What follows belongs to an exercise in optimizing a design on an open flow for small area and a short achievable clock period; a production flow would make more cautious choices. In this exercise RTL edits were held to simulation tests only and were not proved equivalent to the original.

## flow/design.v

```verilog
module md_sched #(
    parameter int unsigned MULT_CYCLES = 5,
    parameter int unsigned DIV_CYCLES  = 10
) (
    input  logic        clk,
    input  logic        reset_n,
    input  logic [2:0]  e_op,
    input  logic [31:0] e_rs,
    input  logic [31:0] e_rt,
    input  logic        e_kill,
    input  logic        d_is_md,
    output logic [31:0] hi,
    output logic [31:0] lo,
    output logic        busy,
    output logic        md_stall
);
    localparam int MROWS = 7;    
    logic op_mult, op_multu, op_div, op_divu, op_mthi, op_mtlo;
    logic issue_md, issue_mul, issue_div;
    always_comb begin
        op_mult  = !e_kill && (e_op == 3'd1);
        op_multu = !e_kill && (e_op == 3'd2);
        op_div   = !e_kill && (e_op == 3'd3);
        op_divu  = !e_kill && (e_op == 3'd4);
        op_mthi  = !e_kill && (e_op == 3'd5);
        op_mtlo  = !e_kill && (e_op == 3'd6);
        issue_mul = op_mult || op_multu;
        issue_div = op_div || op_divu;
        issue_md  = issue_mul || issue_div;
    end
    logic        busy_q;
    logic [31:0] hi_q, lo_q;
    logic [3:0]  cnt;        
    logic        m_mul;      
    logic        m_sgn;      
    logic        m_negq;     
    logic        m_negr;     
    logic        m_dz;       
    logic        m_cin;      
    logic [32:0] h_q;        
    logic [34:0] l_q;        
    logic [31:0] a_q;        
    logic        a_x;        
    logic [2:0]  q3_q;       
    logic [2:0]  t_q;        
    logic        neg_n, neg_d;
    logic [31:0] rs_adj, rt_adj;
    logic [31:0] ng_in, ng_pre, ng_out, d_quo;
    logic        ng_en;
    always_comb begin
        neg_n = op_div && e_rs[31];
        neg_d = op_div && e_rt[31];
        ng_in  = busy_q ? d_quo : e_rs;
        ng_en  = busy_q ? m_negq : neg_n;
        ng_pre[0] = 1'b0;
        for (int i = 1; i < 32; i++) ng_pre[i] = ng_pre[i-1] | ng_in[i-1];
        ng_out = ng_in ^ ({32{ng_en}} & ng_pre);
        rs_adj = ng_out;
        rt_adj = e_rt ^ {32{issue_div && !neg_d}};
    end
    logic [2:0] d3, t3, n_q3, n_r3;
    logic       d_small;
    always_comb begin
        d3      = neg_d ? (3'd0 - e_rt[2:0]) : e_rt[2:0];
        d_small = neg_d ? ((&e_rt[31:3]) && (|e_rt[2:0]))
                        : (!(|e_rt[31:3]) && (|e_rt[2:0]));
        t3      = rs_adj[31:29];
        if (d_small) begin
            n_q3 = t3 / d3;
            n_r3 = t3 % d3;
        end else begin
            n_q3 = 3'd0;
            n_r3 = t3;
        end
    end
    logic        m_div;
    logic        m_last;
    logic        m_corr;
    logic [MROWS-1:0][32:0] rx;  
    logic [MROWS-1:0][32:0] rs;  
    logic [MROWS-1:0] rc;        
    logic [MROWS-1:0] take;      
    logic [31:0] d_out;          
    assign m_div  = !m_mul;
    assign m_last = (cnt == 4'd4);
    assign m_corr = m_last && m_sgn;    
    assign rx[0]  = h_q;
    assign take   = {t_q[2], l_q[5:2], t_q[1:0]};
    for (genvar r = 0; r < MROWS; r++) begin : g_row
        localparam bit SHARED = (r == 0) || (r == 1) || (r == 6);
        wire        neg  = (r == 6) ? m_corr : 1'b0;
        wire [32:0] y    = ({33{take[r]}} & {a_x, a_q}) ^ {33{neg}};
        wire [32:0] g    = rx[r] & y;
        wire [32:0] p    = rx[r] ^ y;
        wire [33:0] c;
        assign c[0] = neg | (SHARED ? m_cin : 1'b0);
        for (genvar i = 0; i < 33; i++) begin : g_bit
            assign rs[r][i] = p[i] ^ c[i];
            assign c[i+1]   = g[i] | (p[i] & c[i]);
        end
        assign rc[r] = c[33];
    end
    wire dq0 = m_div & rc[0];
    wire dn0 = m_div & !rc[0];
    assign rx[1][0] = m_mul ? rs[0][1] : l_q[30];
    for (genvar i = 1; i < 32; i++) begin : g_mux1
        assign rx[1][i] = (m_mul & rs[0][i+1]) | (dq0 & rs[0][i-1]) | (dn0 & rx[0][i-1]);
    end
    assign rx[1][32] = (m_mul & m_sgn & rs[0][32]) | (dq0 & rs[0][31]) | (dn0 & rx[0][31]);
    for (genvar r = 2; r < 6; r++) begin : g_mwire
        assign rx[r] = {m_sgn & rs[r-1][32], rs[r-1][32:1]};
    end
    wire dq1 = m_div & rc[1];
    wire dn1 = m_div & !rc[1];
    assign rx[6][0] = m_mul ? rs[5][1] : l_q[29];
    for (genvar i = 1; i < 32; i++) begin : g_mux6
        assign rx[6][i] = (m_mul & rs[5][i+1]) | (dq1 & rs[1][i-1]) | (dn1 & rx[1][i-1]);
    end
    assign rx[6][32] = (m_mul & m_sgn & rs[5][32]) | (dq1 & rs[1][31]) | (dn1 & rx[1][31]);
    assign d_out = rc[6] ? rs[6][31:0] : rx[6][31:0];
    logic [32:0] h_nxt;
    logic [34:0] l_nxt;
    always_comb begin
        if (!busy_q) begin
            if (issue_div)      h_nxt = {29'd0, n_r3, rs_adj[28]};
            else if (issue_mul) h_nxt = 33'd0;
            else                h_nxt = {1'b0, e_rs};
            l_nxt = {rs_adj, 3'b000};
        end else if (m_mul) begin
            h_nxt = {m_sgn & rs[6][32], rs[6][32:1]};
            l_nxt = {rs[6][0], rs[5][0], rs[4][0], rs[3][0], rs[2][0], rs[1][0], rs[0][0],
                     l_q[34:MROWS]};
        end else begin
            h_nxt = {d_out, l_q[28]};
            l_nxt = {l_q[31:3], rc[0], rc[1], rc[6], l_q[9:7]};
        end
    end
    logic [31:0] h_pre, h_neg, l_neg, d_rem;
    logic        done, commit, ld_hi, ld_lo;
    logic [31:0] hi_src, lo_src;
    always_comb begin
        d_rem = rx[6][32:1];
        d_quo = {q3_q, l_q[29:3], rc[0], rc[1]};
        h_pre[0] = 1'b0;
        for (int i = 1; i < 32; i++) h_pre[i] = h_pre[i-1] | d_rem[i-1];
        h_neg  = d_rem ^ ({32{m_negr}} & h_pre);
        l_neg  = ng_out;
        done   = m_mul ? m_last : (cnt == 4'd9);
        commit = busy_q && done && (m_mul || !m_dz);
        ld_hi  = (!busy_q && op_mthi) || commit;
        ld_lo  = (!busy_q && op_mtlo) || commit;
        hi_src = (busy_q && m_div) ? h_neg : h_nxt[31:0];
        lo_src = (busy_q && m_div) ? l_neg : l_nxt[34:3];
    end
    always_ff @(posedge clk or negedge reset_n) begin
        if (!reset_n) begin
            busy_q <= 1'b0;
            hi_q   <= '0;
            lo_q   <= '0;
        end else begin
            if (!busy_q) busy_q <= issue_md;
            else if (done) busy_q <= 1'b0;
            if (ld_hi) hi_q <= hi_src;
            if (ld_lo) lo_q <= lo_src;
        end
    end
    always_ff @(posedge clk) begin
        h_q <= h_nxt;
        l_q <= l_nxt;
        if (!busy_q) begin
            cnt    <= '0;
            m_mul  <= issue_mul;
            m_sgn  <= op_mult;
            m_negq <= op_div && (e_rs[31] ^ e_rt[31]);
            m_negr <= op_div && e_rs[31];
            m_dz   <= (e_rt == 32'd0);
            m_cin  <= issue_div && !neg_d;
            q3_q   <= n_q3;
            a_q    <= rt_adj;
            a_x    <= issue_div || (op_mult && e_rt[31]);
            t_q    <= issue_mul ? {e_rs[3], 2'b00} : 3'b111;
        end else begin
            cnt <= cnt + 4'd1;
            if (m_mul) t_q <= {l_q[13], l_q[8:7]};
        end
    end
    assign hi       = hi_q;
    assign lo       = lo_q;
    assign busy     = busy_q;
    assign md_stall = d_is_md && (busy_q || issue_md);
endmodule
```

## flow/config.mk

```make
export PLATFORM = sky130hd
export DESIGN_NAME = md_sched
export DESIGN_NICKNAME = md_sched
export VERILOG_FILES = /design/flow/design.v
export SDC_FILE = /design/flow/constraint.sdc
export NUM_CORES = 4
export LEC_CHECK = 0
export ABC_AREA = 1
export CAP_MARGIN = 0
export CORE_MARGIN = 2
export CORE_UTILIZATION = 65
export SLEW_MARGIN = 0
```

## flow/flow/md_stall.tcl

```tcl
# Rebuild the md_stall cone as a shallow dedicated gate tree:
#   md_stall = d_is_md & (busy | (!e_kill & (e_op in 1..4)))
# and delete the logic that only fed the old md_stall driver.
proc net_of {pin} { return [get_nets -of_objects [get_pins $pin]] }
set out_net [get_nets md_stall]
set busy_net [get_nets busy]
set e0 [get_nets {e_op[0]}]
set e1 [get_nets {e_op[1]}]
set e2 [get_nets {e_op[2]}]
set ek [get_nets e_kill]
set dm [get_nets d_is_md]
# old driver of md_stall
set old_drv {}
foreach p [get_pins -of_objects $out_net] {
  if {[get_property $p direction] == "output"} { set old_drv [get_cells -of_objects $p] }
}
puts "old md_stall driver: [get_full_name $old_drv] ([get_property $old_drv ref_name])"
foreach n {mds_n1 mds_t mds_u mds_nv mds_w} { set N($n) [make_net $n] }
make_instance mds_i1 sky130_fd_sc_hd__nor2_1
make_instance mds_i2 sky130_fd_sc_hd__nor2_1
make_instance mds_i3 sky130_fd_sc_hd__nor3b_1
make_instance mds_i4 sky130_fd_sc_hd__nor2_1
make_instance mds_i5 sky130_fd_sc_hd__nor2_1
make_instance mds_i6 sky130_fd_sc_hd__o21a_1
connect_pin $e1 mds_i1/A ; connect_pin $e0 mds_i1/B ; connect_pin $N(mds_n1) mds_i1/Y
connect_pin $e2 mds_i2/A ; connect_pin $N(mds_n1) mds_i2/B ; connect_pin $N(mds_t) mds_i2/Y
connect_pin $e1 mds_i3/A ; connect_pin $e0 mds_i3/B ; connect_pin $e2 mds_i3/C_N ; connect_pin $N(mds_u) mds_i3/Y
connect_pin $N(mds_t) mds_i4/A ; connect_pin $N(mds_u) mds_i4/B ; connect_pin $N(mds_nv) mds_i4/Y
connect_pin $ek mds_i5/A ; connect_pin $N(mds_nv) mds_i5/B ; connect_pin $N(mds_w) mds_i5/Y
# swap the driver of md_stall
set old_out [get_pins -of_objects $old_drv -filter "direction == output"]
disconnect_pin $out_net $old_out
connect_pin $busy_net mds_i6/A1 ; connect_pin $N(mds_w) mds_i6/A2 ; connect_pin $dm mds_i6/B1
connect_pin $out_net mds_i6/X
# delete logic left without loads
set work [list $old_drv]
set ndel 0
while {[llength $work] > 0} {
  set inst [lindex $work 0]
  set work [lrange $work 1 end]
  set used 0
  foreach op [get_pins -of_objects $inst -filter "direction == output"] {
    set n [get_nets -quiet -of_objects $op]
    if {$n eq "" || $n eq "NULL"} { continue }
    foreach lp [get_pins -quiet -of_objects $n] { if {[get_property $lp direction] != "output"} { set used 1 } }
    if {[llength [get_ports -quiet [get_full_name $n]]] > 0} { set used 1 }
  }
  if {$used} { continue }
  if {[string match "*DFF*" [get_full_name $inst]] || [string match "*df*" [get_property $inst ref_name]]} { continue }
  set drivers {}
  foreach ip [get_pins -of_objects $inst -filter "direction == input"] {
    set n [get_nets -quiet -of_objects $ip]
    if {$n eq "" || $n eq "NULL"} { continue }
    foreach dp [get_pins -quiet -of_objects $n] {
      if {[get_property $dp direction] != "output"} { continue }
      set dc [get_cells -quiet -of_objects $dp]
      if {$dc ne "" && $dc ne "NULL"} { lappend drivers $dc }
    }
  }
  set onets {}
  foreach op [get_pins -of_objects $inst -filter "direction == output"] {
    set n [get_nets -quiet -of_objects $op]
    if {$n ne "" && $n ne "NULL"} { lappend onets $n }
  }
  puts "delete [get_full_name $inst] ([get_property $inst ref_name])"
  delete_instance $inst
  foreach n $onets { if {[llength [get_pins -quiet -of_objects $n]] == 0 && [llength [get_ports -quiet [get_full_name $n]]] == 0} { delete_net $n } }
  incr ndel
  foreach d $drivers { lappend work $d }
}
puts "md_stall rebuilt; deleted $ndel cells"
```

## flow/standard.sh

```bash
#!/bin/bash
# synth_recipe.tcl (not shown) runs the flow's synth.tcl, then flattens the netlist and writes it again
# the make line also repeats each setting of config.mk as NAME=value (left out here)
make -C /OpenROAD-flow-scripts/flow DESIGN_CONFIG=/design/flow/config.mk WORK_HOME=/design/flow/orfs CLKGATE_MAP_FILE= SYNTH_SCRIPT=/design/flow/synth_recipe.tcl "${@:-finish}"
```

## flow/flow/run.sh

```bash
#!/bin/bash
# The standard layout with these changes:
#  * port buffers are sky130_fd_sc_hd__buf_1 (the default picks a larger,
#    slower delay buffer);
#  * clock tree synthesis runs with its default arguments plus
#    -dont_use_dummy_load (no dummy load cells);
#  * after the unchanged standard synthesis, the full adders on the slowest
#    register paths (the divide rows) are upsized to fa_2, the synthesis
#    buffers are removed, gate+inverter pairs are merged into single cells,
#    and the md_stall logic is rebuilt as a shallow gate tree (flow/prep.tcl,
#    flow/invmerge.tcl, flow/md_stall.tcl).
# Each step's output goes to its own log in this folder.
set -euo pipefail
ARGS=("BUFFER_PORTS_ARGS=-buffer_cell sky130_fd_sc_hd__buf_1"
      "CTS_ARGS=-sink_clustering_enable -repair_clock_nets -dont_use_dummy_load")
bash standard.sh "${ARGS[@]}" synth > synth.log 2>&1
export RESULTS=$PWD/orfs/results/sky130hd/md_sched/base
export FA_SLACK_LIMIT=62
openroad -no_init -exit flow/prep.tcl > prep.log 2>&1
touch "$RESULTS/1_synth.sdc"
bash standard.sh "${ARGS[@]}" finish > finish.log 2>&1
```

## flow/flow/prep.tcl

```tcl
# Netlist preparation between the standard synthesis and floorplanning.
# 1. Upsize the full adders of the divide's ripple rows (the slowest register
#    paths) from fa_1 to fa_2.  Only drive strength changes; timing is read
#    against the design's SDC.
# 2. Remove the buffers Yosys/ABC inserted (placement re-buffers the nets
#    that need it, with the real loads).
# 3. Merge inverting gates with the inverter they alone drive into the
#    equivalent non-inverting cell where that is smaller; see invmerge.tcl.
# 4. Rebuild the md_stall cone (the input-to-output path that sets the
#    period floor) as a shallow gate tree; see md_stall.tcl.
set results $::env(RESULTS)
read_db $results/1_synth.odb
read_liberty $::env(FLOW_HOME)/platforms/sky130hd/lib/sky130_fd_sc_hd__tt_025C_1v80.lib
read_sdc $results/1_synth.sdc
set limit $::env(FA_SLACK_LIMIT)
set sel {}
foreach inst [get_cells -filter "ref_name == sky130_fd_sc_hd__fa_1"] {
  set s 1e9
  foreach pp [get_pins -of_objects $inst -filter "direction == output"] {
    set v [get_property $pp slack_max]
    if {$v < $s} { set s $v }
  }
  if {$s < $limit} { lappend sel $inst }
}
puts "upsizing [llength $sel] full adders with slack below $limit ns"
report_checks -path_delay max -path_group core_clock -format end -group_path_count 3
foreach inst $sel { replace_cell $inst sky130_fd_sc_hd__fa_2 }
report_checks -path_delay max -path_group core_clock -format end -group_path_count 3
report_design_area
remove_buffers
report_design_area
source [file join [file dirname [info script]] invmerge.tcl]
report_design_area
source [file join [file dirname [info script]] md_stall.tcl]
report_checks -path_delay max -to [get_ports md_stall] -fields {fanout}
write_db $results/1_synth.odb
```

## flow/flow/invmerge.tcl

```tcl
# Merge an inverting gate followed by an inverter into the equivalent
# non-inverting gate (e.g. nand2 + inv -> and2) where the gate drives only
# that inverter and the merged cell is smaller.  Functionally identical.
set pairs {
  nand2_1 and2_1  nor2_1 or2_1  nand3_1 and3_1  nor3_1 or3_1  nand4_1 and4_1  nor4_1 or4_1
  xor2_1 xnor2_1  xnor2_1 xor2_1
  a21oi_1 a21o_1  o21ai_0 o21a_1  o21ai_1 o21a_1  a22oi_1 a22o_1  o22ai_1 o22a_1
  a31oi_1 a31o_1  o31ai_1 o31a_1  a211oi_1 a211o_1  o211ai_1 o211a_1
  a221oi_1 a221o_1  o221ai_1 o221a_1  a32oi_1 a32o_1  o32ai_1 o32a_1
  a41oi_1 a41o_1  o41ai_1 o41a_1  a2bb2oi_1 a2bb2o_1  o2bb2ai_1 o2bb2a_1
  nand2b_1 and2b_1  nor2b_1 or2b_1
}
set to {}
foreach {a b} $pairs { dict set to sky130_fd_sc_hd__$a sky130_fd_sc_hd__$b }
proc cell_area {name} {
  set m [[ord::get_db] findMaster $name]
  return [expr {[$m getWidth] * [$m getHeight]}]
}
set merged 0
set k 0
foreach inv [get_cells -filter "ref_name =~ sky130_fd_sc_hd__inv_*"] {
  set ipin [get_pins -of_objects $inv -filter "direction == input"]
  set opin [get_pins -of_objects $inv -filter "direction == output"]
  set in_net [get_nets -quiet -of_objects $ipin]
  set out_net [get_nets -quiet -of_objects $opin]
  if {$in_net eq "" || $in_net eq "NULL" || $out_net eq "" || $out_net eq "NULL"} { continue }
  if {[llength [get_ports -quiet [get_full_name $in_net]]] > 0} { continue }
  set drv {}
  set nload 0
  foreach p [get_pins -quiet -of_objects $in_net] {
    if {[get_property $p direction] == "output"} { set drv [get_cells -quiet -of_objects $p] } else { incr nload }
  }
  if {$nload != 1 || $drv eq "" || $drv eq "NULL"} { continue }
  set dref [get_property $drv ref_name]
  if {![dict exists $to $dref]} { continue }
  set nref [dict get $to $dref]
  set iref [get_property $inv ref_name]
  if {[cell_area $nref] >= [cell_area $dref] + [cell_area $iref]} { continue }
  # new cell with the same input connections, driving the inverter's output net
  set conns {}
  foreach p [get_pins -of_objects $drv -filter "direction == input"] {
    lappend conns [get_property $p lib_pin_name] [get_nets -of_objects $p]
  }
  set name "invm_$k"
  incr k
  make_instance $name $nref
  foreach {pn n} $conns { connect_pin $n $name/$pn }
  set dout [get_pins -of_objects $drv -filter "direction == output"]
  disconnect_pin $out_net $opin
  delete_instance $inv
  delete_instance $drv
  delete_net $in_net
  set npin [get_pins -of_objects [get_cells $name] -filter "direction == output"]
  connect_pin $out_net $npin
  incr merged
}
puts "merged $merged gate+inverter pairs"
```

## flow/constraint.sdc

```tcl
create_clock -name core_clock -period 100.0 [get_ports {clk}]
set_input_delay 20.0000 -clock core_clock [delete_from_list [all_inputs] [get_ports {clk}]]
set_output_delay 20.0000 -clock core_clock [all_outputs]
set_load 0.01 [all_outputs]
```

==> key figures, run 1 <==
GRT
  – Busiest layer in global routing: met2
  – Largest net degree at the start of global routing: 66
  – GRT met3 Usage: 7.29%
  – Initial antenna violation count: 0
  – Vias in the first global route: 14700
  – Total GRT Usage: 38.0%
  – Grt ovf: 0
  – First-pass GRT wire length: 81400 µm
  – M1 GR Usage: 52.2%
  – Met2 usage: 61.0%

Clock tree
  – Worst skew pair latency: 0.44 ns
  – CTS Hold Bufs: 0
  – Clock slew at reported path FFs: 0.08 ns
  – Total CTS buffers: 17
  – CTS tree: done
  – H-tree levels: 4
  – Post-CTS setup buffers: 0
  – CTS root buf: clkbuf_16
  – Clock sinks: 180
  – Cells resized by post-CTS repair: 0
  – CTS max path bufs: 2

Placed design
  – Placer Congestion: 0.940
  – IO buf count: 136
  – DPL Wire Length: 37800 µm
  – Placed Cells incl. Taps: 2349

Yosys
  – Net count after synthesis: 2155
  – Cells after Synth: 1845
  – Yosys warning total: 1
  – Post-synth design cell area: 0.0171 mm²
  – Syn Area/Cell: 9.26 µm²

Timing
  – Slew headroom: 15.2%
  – Tcrit/Tclk final: 40.8%
  – Fmax: 24.5 MHz
  – Setup TNS Final: 0 ns
  – Fin. max-slew vios: 0
  – Final setup viols: 0
  – Crit path time final: 40.79 ns
  – Final Hold Fails: 0
  – Slew @ Worst Pin: 1.27 ns
  – Clk_skew: 0.0354 ns
  – RSZ-0062 raised after global routing: no

Drt
  – Via density: 6.15
  – Drt total wl: 51000 µm
  – Initial DRC count: 1629
  – Final ANT Viol Nets: 0
  – DRT Pass-1 Iters: 6
  – Residual DRC: 0
  – WL/cell: 21.5 µm
  – Routed via count: 14500

Finish
  – Non-Filler Instances: 2366
  – Diode count: 0
  – Post-layout net count: 2343
  – Area added between synthesis and finish: 9.51%
  – Proportion of layout cells with a drive suffix above 1: 10.0%

Hold path
  – Hold Path Depth: 2
  – Hold Startpoint: l_q[9]
  – Hold WC Path Type: register to register
  – WHS Endpoint: l_q[12]

Setup path
  – Data arrival, critical path: 20.79 ns
  – Crit. Startpoint: e_op[2]
  – Worst setup SP type: input port
  – CP Max Fanout: 6
  – Crit Reg-Reg Endpoint: hi_q[3]
  – Nature of the critical path endpoint: output pin
  – Kind of critical path: input port to output pin
  – Worst path required time: 80.00 ns
  – Max incr delay on CP: 0.22 ns
  – Slowest CP cell: nor3b_1
  – FF-to-FF path depth: 118
  – FF-to-FF setup slack: 59.39 ns
  – Cell Chain, Critical Path: buf_1 -> nor3b_1 -> nor2_1 -> nor2_1 -> o21a_1 -> buf_1
  – R2R Path Start: t_q[0]

Run
  – Max Cap Viol: 0

Die
  – Die Wd: 166 µm
  – Row count: 59
  – Core footprint: 0.0259 mm²
  – Die area: 0.0276 mm²
  – Die Ht: 166 µm
  – Initial Util: 65.9%
  – Io pins: 137

Outcome
  – Status: complete, no violations
## worst max path at each step
stage / depth (start not counted) / slack (ns) / endpoint
after CTS: 6 / 59.21 / md_stall
final: 6 / 59.21 / md_stall
after global placement: 6 / 59.21 / md_stall
after floorplan: 4 / 59.55 / md_stall
after detailed placement: 6 / 59.22 / md_stall
after global routing: 118 / 58.21 / hi_q[3]
## metrics by stage
step	hold slack, ns	cell area (µm²)	setup WS, ns	util [%]
after floorplan	0.418	17100	59.55	-
after global placement	0.451	18300	59.21	70.6
after detailed placement	0.447	18300	59.22	70.6
after CTS	0.470	18700	59.21	72.2
after global routing	0.505	18700	58.21	72.2
final	0.466	18700	59.21	72.2
## sequential cells by signal, summed over array words and instances, names as in the netlist
register	count
a_q	32
a_x	1
busy_q	1
cnt	4
h_q	33
hi_q	32
l_q	33
lo_q	32
m_cin	1
m_dz	1
m_mul	1
m_negq	1
m_negr	1
m_sgn	1
q3_q	3
t_q	3
## area by class of cell
class | count | area (µm²)
well taps | 335 | 419
flip-flops and latches | 180 | 4380
clock buffers | 17 | 425
multi-input cells | 1484 | 12000
repair buffers | 169 | 762
fillers | 2014 | 7200
inverters | 181 | 681
## worst max-delay path, delay by kind of cell
| kind | cells | cell delay [ns] |
|---|---|---|
| compound gates | 1 | 0.11 |
| buf+inv | 2 | 0.33 |
| simple gates | 3 | 0.36 |
## cell usage in the layout (no fill, tap or decap), drive strengths merged, types with 7 or more instances in the layout
| master | n |
|---|---|
| dfrtp | 65 |
| dfxtp | 70 |
| a21oi | 52 |
| o21ai | 96 |
| o22ai | 21 |
| ha | 15 |
| o22a | 32 |
| a221oi | 23 |
| a31oi | 44 |
| buf | 168 |
| edfxtp | 45 |
| and2 | 178 |
| xnor2 | 53 |
| xor2 | 70 |
| fa | 224 |
| nand3 | 41 |
| o221ai | 30 |
| nor3 | 7 |
| nor2 | 173 |
| inv | 178 |
| nand4 | 33 |
| o21a | 20 |
| clkbuf | 18 |
| nand2 | 334 |
## per-layer routing
metal,vias up,part of all wire [%]
li1,6526,-
met2,747,47
met1,7165,41
met3,111,9.0
met5,-,0
met4,0,3.7
==> run 2, diff against run 1 <==
--- a/flow/config.mk
+++ b/flow/config.mk
@@ -8,5 +8,5 @@
 export ABC_AREA = 1
 export CAP_MARGIN = 0
 export CORE_MARGIN = 2
-export CORE_UTILIZATION = 65
+export CORE_UTILIZATION = 80
 export SLEW_MARGIN = 0
==> key figures, run 2 <==
Outcome
  – Status: complete, no violations

Timing
  – Fin. max-slew vios: 0
  – Final Hold Fails: 0
  – RSZ-0062 raised after global routing: no
  – Slew headroom: 16.0%
  – Fmax: 24.4 MHz
  – Crit path time final: 41.00 ns
  – Slew @ Worst Pin: 1.26 ns
  – Final setup viols: 0
  – Tcrit/Tclk final: 41.0%
  – Clk_skew: 0.0241 ns
  – Setup TNS Final: 0 ns

Die
  – Row count: 53
  – Die Wd: 150 µm
  – Die area: 0.0225 mm²
  – Io pins: 137
  – Initial Util: 81.3%
  – Die Ht: 150 µm
  – Core footprint: 0.0210 mm²

Clock tree
  – Cells resized by post-CTS repair: 0
  – CTS root buf: clkbuf_16
  – Worst skew pair latency: 0.45 ns
  – Post-CTS setup buffers: 0
  – Total CTS buffers: 17
  – CTS tree: done
  – CTS max path bufs: 2
  – H-tree levels: 4
  – Clock sinks: 180
  – Clock slew at reported path FFs: 0.07 ns
  – CTS Hold Bufs: 0

GRT
  – Largest net degree at the start of global routing: 65
  – Vias in the first global route: 16100
  – Initial antenna violation count: 0
  – Total GRT Usage: 50.8%
  – Grt ovf: 0
  – Met2 usage: 78.9%
  – Busiest layer in global routing: met2
  – First-pass GRT wire length: 86200 µm
  – GRT met3 Usage: 16.1%
  – M1 GR Usage: 62.0%

Placed design
  – DPL Wire Length: 39700 µm
  – Placer Congestion: 0.970
  – IO buf count: 136

Setup path
  – Nature of the critical path endpoint: register
  – Worst setup SP type: register
  – Kind of critical path: register to register
  – FF-to-FF setup slack: 59.00 ns
  – CP Max Fanout: 33
  – Slowest CP cell: nand2_1
  – Most frequent CP cell: fa_2
  – Data arrival, critical path: 41.32 ns
  – Max incr delay on CP: 0.93 ns
  – Worst path required time: 100.32 ns

Drt
  – Routed via count: 15900
  – WL/cell: 23.8 µm
  – Initial DRC count: 2239
  – Drt total wl: 54800 µm
  – Final ANT Viol Nets: 0
  – Residual DRC: 0
  – Via density: 6.89
  – DRT Pass-1 Iters: 9

Finish
  – Fin util: 88.4%
  – Most frequent cells in the layout: 324 x nand2_1, 178 x and2_1, 176 x inv_1, 155 x nor2_1, 135 x buf_1
  – Proportion of layout cells with a drive suffix above 1: 9.82%
  – Area added between synthesis and finish: 8.83%
  – Multi-input gate area: 0.0120 mm²
  – Most common cell after layout, fill and taps aside: nand2_1
  – Filler cell count: 1056
  – Seq. cell area: 0.00438 mm²
  – Largest regs: h_q (33), l_q (33)
  – Post-layout net count: 2338
  – Diode count: 0

Yosys
  – Syn Area/Cell: 9.26 µm²
  – Net count after synthesis: 2155
  – Post-synth design cell area: 0.0171 mm²
  – Cells after Synth: 1845
  – Yosys warning total: 1

Hold path
  – Hold WC Path Type: register to register

Run
  – Max Cap Viol: 0
[run 2: layout make-up]
cell class,instances,share of cell area (%)
Inverter,181,3.66
Sequential cell,180,23.6
Multi-Input combinational cell,1484,64.8
Timing Repair Buffer,164,3.88
Tap cell,275,1.85
Clock buffer,17,2.29
[run 2: critical path, delay by kind of cell, from the launching register on]
family | cells | cell delay [ns]
compound gates | 4 | 0.94
fa+ha+maj | 95 | 35.07
buf+inv | 11 | 2.36
flops | 1 | 0.32
simple gates | 8 | 2.05
[run 2: worst paths after layout]
check / start / to / depth (start not counted)
min in group asynchronous: reset_n / hi_q[12] / 1
setup / recovery: t_q[0] / hi_q[3] / 118
hold / removal: l_q[19] / l_q[22] / 1
setup reg to reg: t_q[0] / hi_q[3] / 118
max in group asynchronous: reset_n / busy_q / 2
hold reg to reg: l_q[19] / l_q[22] / 1
[run 2: per-layer routing]
layer | routed length (µm) | vias to the layer above | part of all wire, %
met5 | 0 | - | 0
met1 | 17900 | 7486 | 33
li1 | - | 6523 | -
met2 | 24400 | 1458 | 45
met3 | 7840 | 385 | 14
met4 | 4700 | 0 | 8.6
[run 2: through the flow]
| stage | hold slack (ns) | cell area [µm²] | std cells | worst slack [ns] |
|---|---|---|---|---|
| 6_report | 0.469 | 18600 | 2301 | 59.00 |
| 5_1_grt | 0.474 | 18600 | 2301 | 58.06 |
| 4_1_cts | 0.453 | 18600 | 2301 | 59.20 |
| 2_1_floorplan | 0.418 | 17100 | 1845 | 59.55 |
| 3_5_place_dp | 0.445 | 18200 | 2284 | 59.20 |
| 3_3_place_gp | 0.445 | 18200 | 2284 | 59.23 |

static timing again, ports no longer ideal:
In the flow no input, the clock included, has a driving cell. The finished layouts below were timed again as built, in two steps.
Step 1 sets driving cells, clkbuf_16 on the clock port and buf_2 on the other inputs (assumed; they add their load-dependent delay and slew).
Step 2 also shifts input and output timing later by t, the mid clock arrival at the registers, as if the neighbouring blocks saw the same clock.
a / b / c = ideal / step 1 / step 2; a / b = the first two.
run	t (ns)	setup WS [ns]	hold WS [ns]	slew at the worst register clock pin (ns)
run 1	0.480	59.213 / 59.192 / 59.192	0.466 / 0.466 / 0.466	0.08 / 0.08
run 2	0.493	59.000 / 59.000 / 59.000	0.469 / 0.469 / 0.469	0.08 / 0.08
After both steps every run listed still meets setup and hold. For run 1, which loses most, drivers alone change the setup slack by -0.021 ns; drivers and shift together by -0.021 ns.
